Background: an optimization exercise with open tools, aiming at small area, a short achievable clock period and few clock cycles. Do not read the settings as production practice.
At most, simulation tests tie the RTL to the original design; equivalence was not proved.
Power and IR drop assume default switching activity.

==> flow/design.v (excerpt) <==
module adc_scan_block_averager_core #(
  parameter int MAX_SLOTS = 8,
  parameter int CODE_BITS = 12
) (
  input  logic        clk,
  input  logic        rst_n,
  input  logic        in_valid,
  output logic        in_ready,
  input  logic [1:0]  in_opcode,
  input  logic [11:0] in_adc_code,
  output logic        out_valid,
  input  logic        out_ready,
  output logic [1:0]  out_kind,
  output logic [2:0]  out_slot,
  output logic [2:0]  out_chan,
  output logic [11:0] out_avg_code,
  output logic [27:0] out_microvolts,
  output logic        out_last,
  input  logic        cfg_we,
  input  logic [2:0]  cfg_index,
  input  logic [23:0] cfg_wdata
);
  localparam int ROWS = 2;
  localparam int NS   = 12 / ROWS;
  logic [3:0]  sc_r;
  logic [2:0]  nm1;       
  logic [23:0] map_r;
  logic [7:0]  flen_r;
  logic [7:0]  f1_r;      
  logic [7:0]  f2_r;      
  logic [7:0]  rn_r;
  logic [23:0] scale_r;
  logic [25:0] s3_r;      
  always_ff @(posedge clk) begin
    if (!rst_n) begin
      sc_r    <= 4'd2;
      nm1     <= 3'd1;
  ...
clock: 7.0 ns
lec_check: 0
cap_margin: 20
core_margin: 2
core_utilization: 50
cts_cluster_diameter: 80
cts_cluster_size: 24
setup_slack_margin: 2.0
slew_margin: 20
run.sh (not shown) runs the stock make flow with config.mk's settings and CLKGATE_MAP_FILE= SYNTH_SCRIPT=/design/flow/synth_recipe.tcl, a recipe that flattens the netlist after the stock synthesis.
Rerun with:
--- a/flow/design.v
+++ b/flow/design.v
@@ -203,15 +203,13 @@
   logic [1:0] ckind;
   logic [2:0] cslot;
   logic [2:0] cchan;
   logic [2:0] pos_inc;
   assign pos_inc = pos_r + 3'd1;
   logic fire_e;
-  logic ok_res;
-  assign ok_res = in_ready && running_r && !(roundend && fire_e);
-  assign cv    = in_valid && ((is_start && in_ready) || (is_res && ok_res));
+  assign cv    = acc && (is_start || (is_res && running_r && !(roundend && fire_e)));
   assign ckind = (in_opcode[0] && roundend && all_done_r) ? 2'd2 : 2'd0;
   assign cslot = (in_opcode[0] && !roundend) ? pos_inc : 3'd0;
   logic [2:0] chan_nx;   
   always_comb begin
     chan_nx = '0;
     for (int i = 0; i < 7; i++) chan_nx = chan_nx | (map_r[3*(i+1) +: 3] & {3{posoh_r[i]}});
@@ -297,16 +295,13 @@
   assign csm1_d = feed ? r_cc : csm1;
   assign csm2_d = feed ? r_cc - 8'd1 : csm2;
   logic flush;
   assign flush = (acc && (is_start || is_stop)) || cfg_we;
   logic fast;
   assign fast   = spec_r && !spec_fail;
-  logic s0_free_e, fail_e;
-  assign s0_free_e = !pv[0] || !full_up[0] || (spec_r && pv[NS] && adv && (!a_fire || a_ceq));
-  assign fail_e    = a_fire && (pos_r <= nm1) && !(s0_free_e && c_ok);
-  assign fire_e    = !spec_r || fail_e || busy || (a_fire && pos_r <= nm1);
+  assign fire_e = !fast || busy || (a_fire && pos_r <= nm1);
   always_ff @(posedge clk) begin
     if (feed) begin
       pr[0]   <= r_s[19:12];
       px[0]   <= r_s[11:0];
       ptag[0] <= rsel[1] ? 3'd1 : rsel[2] ? 3'd2 : rsel[3] ? 3'd3 : rsel[4] ? 3'd4 :
                  rsel[5] ? 3'd5 : rsel[6] ? 3'd6 : rsel[7] ? 3'd7 : 3'd0;
Outcome: Combinational power shrinks by about 3%. Final cell count shrinks by 3.8%. Design area shrinks by 2.8%. Sequential share of layout area grows by 1.1 points. Count of clock-buffer cells in the layout shrinks by 3. Setup slack gets better by 0.29 ns.
Testbench counts after the change, summed over its fixed seeds: cycles 9,084.
Only the layout flow was run in the first run of this note; the RTL was not checked for function there.

---

Another version of the RTL of adc_scan_block_averager_core (not shown whole).
For scale: about 4,000 cells after synthesis, about 770 flip-flops, ~97 I/O pins, roughly 44,000 sq um of cells after synthesis.
Settings: LEC_CHECK=0, CAP_MARGIN=20, CORE_MARGIN=2, CORE_UTILIZATION=50, CTS_CLUSTER_DIAMETER=80, CTS_CLUSTER_SIZE=24, SETUP_SLACK_MARGIN=2.0, SLEW_MARGIN=20; clock period 7.0 ns.
The starting point produced a clean layout.
==> next run, changes <==
--- a/flow/design.v
+++ b/flow/design.v
@@ -254,17 +254,19 @@
   end
   always_ff @(posedge clk) begin
     fire_last_r <= l_cnt >= (l_pend ? f2_r : f1_r);
     ceq_last_r  <= l_cnt + 8'(l_pend) == csm1_d;
   end
   logic a_fire, a_ceq;
   assign a_fire = roundend ? (fire_last_r && pos_r == nm1) : r_fire;
   assign a_ceq  = roundend ? ceq_last_r : ceq;
-  assign ld_now = rend && spec_r && pv[NS] && adv && (!a_fire || a_ceq);
+  logic fl;   
+  assign fl     = fire_last_r && pos_r == nm1;
+  assign ld_now = rend && spec_r && pv[NS] && adv && (!fl || ceq_last_r);
   assign ld_avg = (fm_r || ld_now) && adv && pv[NS];
   always_comb begin
     full_up[NS] = 1'b1;
     for (int j = NS - 1; j >= 0; j--) full_up[j] = full_up[j+1] && pv[j+1];
     mv[NS] = ld_avg;
     for (int j = NS - 1; j >= 0; j--) mv[j] = pv[j] && (!full_up[j] || ld_avg);
     busy = 1'b0;
     for (int j = 0; j <= NS; j++) busy = busy | pv[j];
@@ -294,19 +296,19 @@
   assign wlast     = pos_r == nm1;
   assign feed = feed_arr || feed_walk;
   assign csm1_d = feed ? r_cc : csm1;
   logic flush;
   assign flush = (acc && (is_start || is_stop)) || cfg_we;
   logic fast;
   assign fast   = spec_r && !spec_fail;
   logic s0_free_e, fail_e;
-  assign s0_free_e = !pv[0] || !full_up[0] || (spec_r && pv[NS] && adv && (!a_fire || a_ceq));
-  assign fail_e    = a_fire && (pos_r <= nm1) && !(s0_free_e && c_ok);
-  assign fire_e    = !spec_r || fail_e || busy || (a_fire && pos_r <= nm1);
+  assign s0_free_e = !pv[0] || !full_up[0] || (spec_r && pv[NS] && adv && (!fl || ceq_last_r));
+  assign fail_e    = fl && !(s0_free_e && (!busy || ceq_last_r));
+  assign fire_e    = !spec_r || fail_e || busy || fl;
   always_ff @(posedge clk) begin
     if (feed) begin
       pr[0]   <= r_s[19:12];
       px[0]   <= r_s[11:0];
       c_sh    <= r_div;
       csm1    <= csm1_d;
     end
     for (int j = 0; j < NS; j++) begin
The changed run passed the timing, design-rule and antenna checks. Core utilization falls by 0.37 points. Worst setup slack improves by 0.15 ns. Hold slack improves by 0.0046 ns. Fmax rises by 2.9%. Global-route usage rises by 0.22 points.
No functional check of the RTL was part of any run of this note.

port drivers added, routing unchanged:
The flow's constraints put no driver on any port. The routed layouts listed below were extracted and timed again, unchanged, in two steps. Step 1 (the two cells are an assumption about what drives the block):
set clk [get_ports {clk}]
set_driving_cell -lib_cell sky130_fd_sc_hd__clkbuf_16 $clk
set_driving_cell -lib_cell sky130_fd_sc_hd__buf_2 [delete_from_list [all_inputs] $clk]
Step 2, shift: input delay + t, output delay - t, t = (earliest + latest rising clock arrival at the registers) / 2. This alone moves slack from input paths to output paths. Slacks: no drivers / after step 1 / after step 2; pairs: no drivers / after step 1.
run	t, ns	slack for setup (ns)	hold WS [ns]
the first run of note 1	0.683	1.828 / 1.761 / 1.534	0.415 / 0.415 / 0.415
the second run of note 1	0.692	2.117 / 2.094 / 1.508	0.418 / 0.418 / 0.418
the first run of note 2	0.684	1.813 / 1.746 / 1.502	0.420 / 0.420 / 0.420
the second run of note 2	0.677	1.961 / 1.890 / 1.806	0.425 / 0.425 / 0.425
After both steps setup and hold are still met in every run listed. For the second run of note 1, which loses most, drivers alone change the setup slack by -0.023 ns; drivers and shift together by -0.609 ns.
